This is an optimization exercise on Yosys and OpenROAD, whose aim is small area, a short achievable clock period and few clock cycles per item, not a production implementation. Function was checked by simulation only, so behaviour that the tests miss may differ from the original.

Setup of red:
## tc_dot_product
module tc_dot_product #(
    parameter int shape_k    = SHAPE_K_DEF,
    parameter int in_width   = IN_WIDTH_DEF,
    parameter int depth_warp = DEPTH_WARP_DEF,
    parameter int fifo_depth = FIFO_DEPTH_DEF
) (
    input  logic                          clk,
    input  logic                          reset_i,
    input  logic [shape_k*in_width-1:0]   a_i,
    input  logic [shape_k*in_width-1:0]   b_i,
    input  logic [C_WIDTH-1:0]            c_i,
    input  tc_pkg::tc_op_e                        op_i,
    input  logic [IDXW_WIDTH-1:0]         ctrl_reg_idxw_i,
    input  logic [depth_warp-1:0]         ctrl_warpid_i,
    input  logic                          in_valid_i,
    input  logic                          out_ready_i,
    output logic                          in_ready_o,
    output logic                          out_valid_o,
    output logic [C_WIDTH-1:0]            result_o,
    output logic                          ovf_o,
    output logic [IDXW_WIDTH-1:0]         ctrl_reg_idxw_o,
    output logic [depth_warp-1:0]         ctrl_warpid_o
);
Size in the first run: about 1800 cells after synthesis, ~300 flip-flops.
export LEC_CHECK = 0
export CAP_MARGIN = 20
export CORE_MARGIN = 2
export CORE_UTILIZATION = 40
export CTS_CLUSTER_DIAMETER = 100
export CTS_CLUSTER_SIZE = 30
export SETUP_SLACK_MARGIN = 2.6
export SLEW_MARGIN = 20
export SYNTH_HIERARCHICAL = 1
export SYNTH_MINIMUM_KEEP_SIZE = 0
export TNS_END_PERCENT = 10
create_clock -name core_clock -period 5.5 [get_ports {clk}]
standard.sh (not shown) runs the stock make flow with config.mk's settings and CLKGATE_MAP_FILE= SYNTH_SCRIPT=/design/flow/synth_recipe.tcl, a recipe that flattens the netlist after the stock synthesis.
==> flow/flow/run.sh <==
#!/bin/bash
# Layout flow: the standard flow unchanged, except that the port buffers
# are sky130_fd_sc_hd__buf_2 instead of the default delay-style buffer.
export BUFFER_PORTS_ARGS="-buffer_cell sky130_fd_sc_hd__buf_2"
bash standard.sh > standard.log 2>&1
Per the final summary, red finished and its layout is clean on timing, DRC and antenna.
Testbench counts of red, summed over its fixed seeds: cycles 3,224, items 3,200.
Input changes introduced in blue (baseline for comparison: red):
Settings: CTS_CLUSTER_DIAMETER no longer set, was 100; CTS_CLUSTER_SIZE no longer set, was 30.
### Flow results
The fmax was comparable across blue and red. red → blue: hold slack fell by 0.017 ns, period utilization roughly the same.
Inputs modified between blue and green:
Settings: a change of SETUP_SLACK_MARGIN from 2.6 to 2.7.
## What came out
green against blue: routed length on met2 now sits higher; first-pass GRT wire length higher; setup slack moved down; fmax barely changed. The clock period minus worst slack of green is higher than that of blue. Between blue and green, the post-route fraction of the period consumed by the critical path figures differ only marginally. Per the comparison of green with blue, hold slack held; die span in y held; maximum vdd drop went up about 13%. Going from blue to green, the wire length was found to have gone up by about 0.8%.
What orange does differently from green at the input level:
Settings: an added CTS_CLUSTER_DIAMETER of 80; an added CTS_CLUSTER_SIZE of 22; a change of SETUP_SLACK_MARGIN from 2.7 to 2.6.
[summary]
From green to orange the numbers moved as follows: fraction of area in registers rose 0.45 points, overall routing resource usage dropped 0.29 points, worst endpoint data arrival time was more or less identical, standard cell area after detailed placement about even. Comparing green and orange, the higher fraction of area in multi-input gates was measured on orange. From green to orange the numbers moved as follows: final worst slack increased by 0.029 ns relative to the old numbers; count of non-CTS inverters in the layout was more or less identical; shortest clock period the worst path allows after layout now sits lower; clock tree skew after final layout went up; via count of the first global-routing pass decreased by 181 relative to the old numbers. Cells: orange has fewer instances than green.

Another version of the RTL of tc_dot_product (not shown whole).
Size in the first run: roughly 1800 cells after synthesis, roughly 190 I/O pins, about 24000 um^2 of cells after synthesis.
==> flow/config.mk <==
export PLATFORM = sky130hd
export DESIGN_NAME = tc_dot_product
export DESIGN_NICKNAME = tc_dot_product
export VERILOG_FILES = /design/flow/design.v
export SDC_FILE = /design/flow/constraint.sdc
export NUM_CORES = 4
export LEC_CHECK = 0
export CAP_MARGIN = 20
export CORE_MARGIN = 2
export CORE_UTILIZATION = 40
export SETUP_SLACK_MARGIN = 2.6
export SLEW_MARGIN = 20
export SYNTH_HIERARCHICAL = 1
export SYNTH_MINIMUM_KEEP_SIZE = 0
==> flow/constraint.sdc <==
create_clock -name core_clock -period 5.5 [get_ports {clk}]
set_input_delay 1.1000 -clock core_clock [delete_from_list [all_inputs] [get_ports {clk}]]
set_output_delay 1.1000 -clock core_clock [all_outputs]
set_load 0.01 [all_outputs]
Scripts as last shown in full above: flow/flow/run.sh
Testbench counts at the start, summed over its fixed seeds: cycles 3,224, items 3,200.
Change:
--- a/flow/config.mk
+++ b/flow/config.mk
@@ -13,2 +13,3 @@
 export SYNTH_HIERARCHICAL = 1
 export SYNTH_MINIMUM_KEEP_SIZE = 0
+export TNS_END_PERCENT = 10
What happened:
- via count went up by 0.55%
- setup slack gains 19 ps
- die area does not change
- synthesized cell count is unchanged
- design area went down by 2.5%

-- static timing again, ports no longer ideal --
In the flow no input, the clock included, has a driving cell. The finished layouts below were timed again as built, in two steps.
Step 1 (the two cells are an assumption about what drives the block):
set clk [get_ports {clk}]
set_driving_cell -lib_cell sky130_fd_sc_hd__clkbuf_16 $clk
set_driving_cell -lib_cell sky130_fd_sc_hd__buf_2 [delete_from_list [all_inputs] $clk]
Step 2, shift: input delay + t, output delay - t, t = (earliest + latest rising clock arrival at the registers) / 2. This alone moves slack from input paths to output paths.
a / b / c = ideal ports / drivers / drivers and shift; a / b = the first two.
run	shift t [ns]	slack for setup (ns)	worst setup path at the end	pins driven straight from the clock port
red	0.601	2.590 / 2.605 / 2.013	input to register	1
blue	0.605	2.585 / 2.593 / 2.005	input to register	1
green	0.605	2.578 / 2.596 / 2.001	input to register	1
orange	0.639	2.606 / 2.610 / 1.997	input to register	1
the first run of note 2	0.589	2.475 / 2.475 / 2.068	input to register	1
the second run of note 2	0.587	2.494 / 2.494 / 2.067	input to register	1
After both steps setup and hold are still met in every run listed. For orange, which loses most, drivers alone change the setup slack by +0.004 ns; drivers and shift together by -0.609 ns.
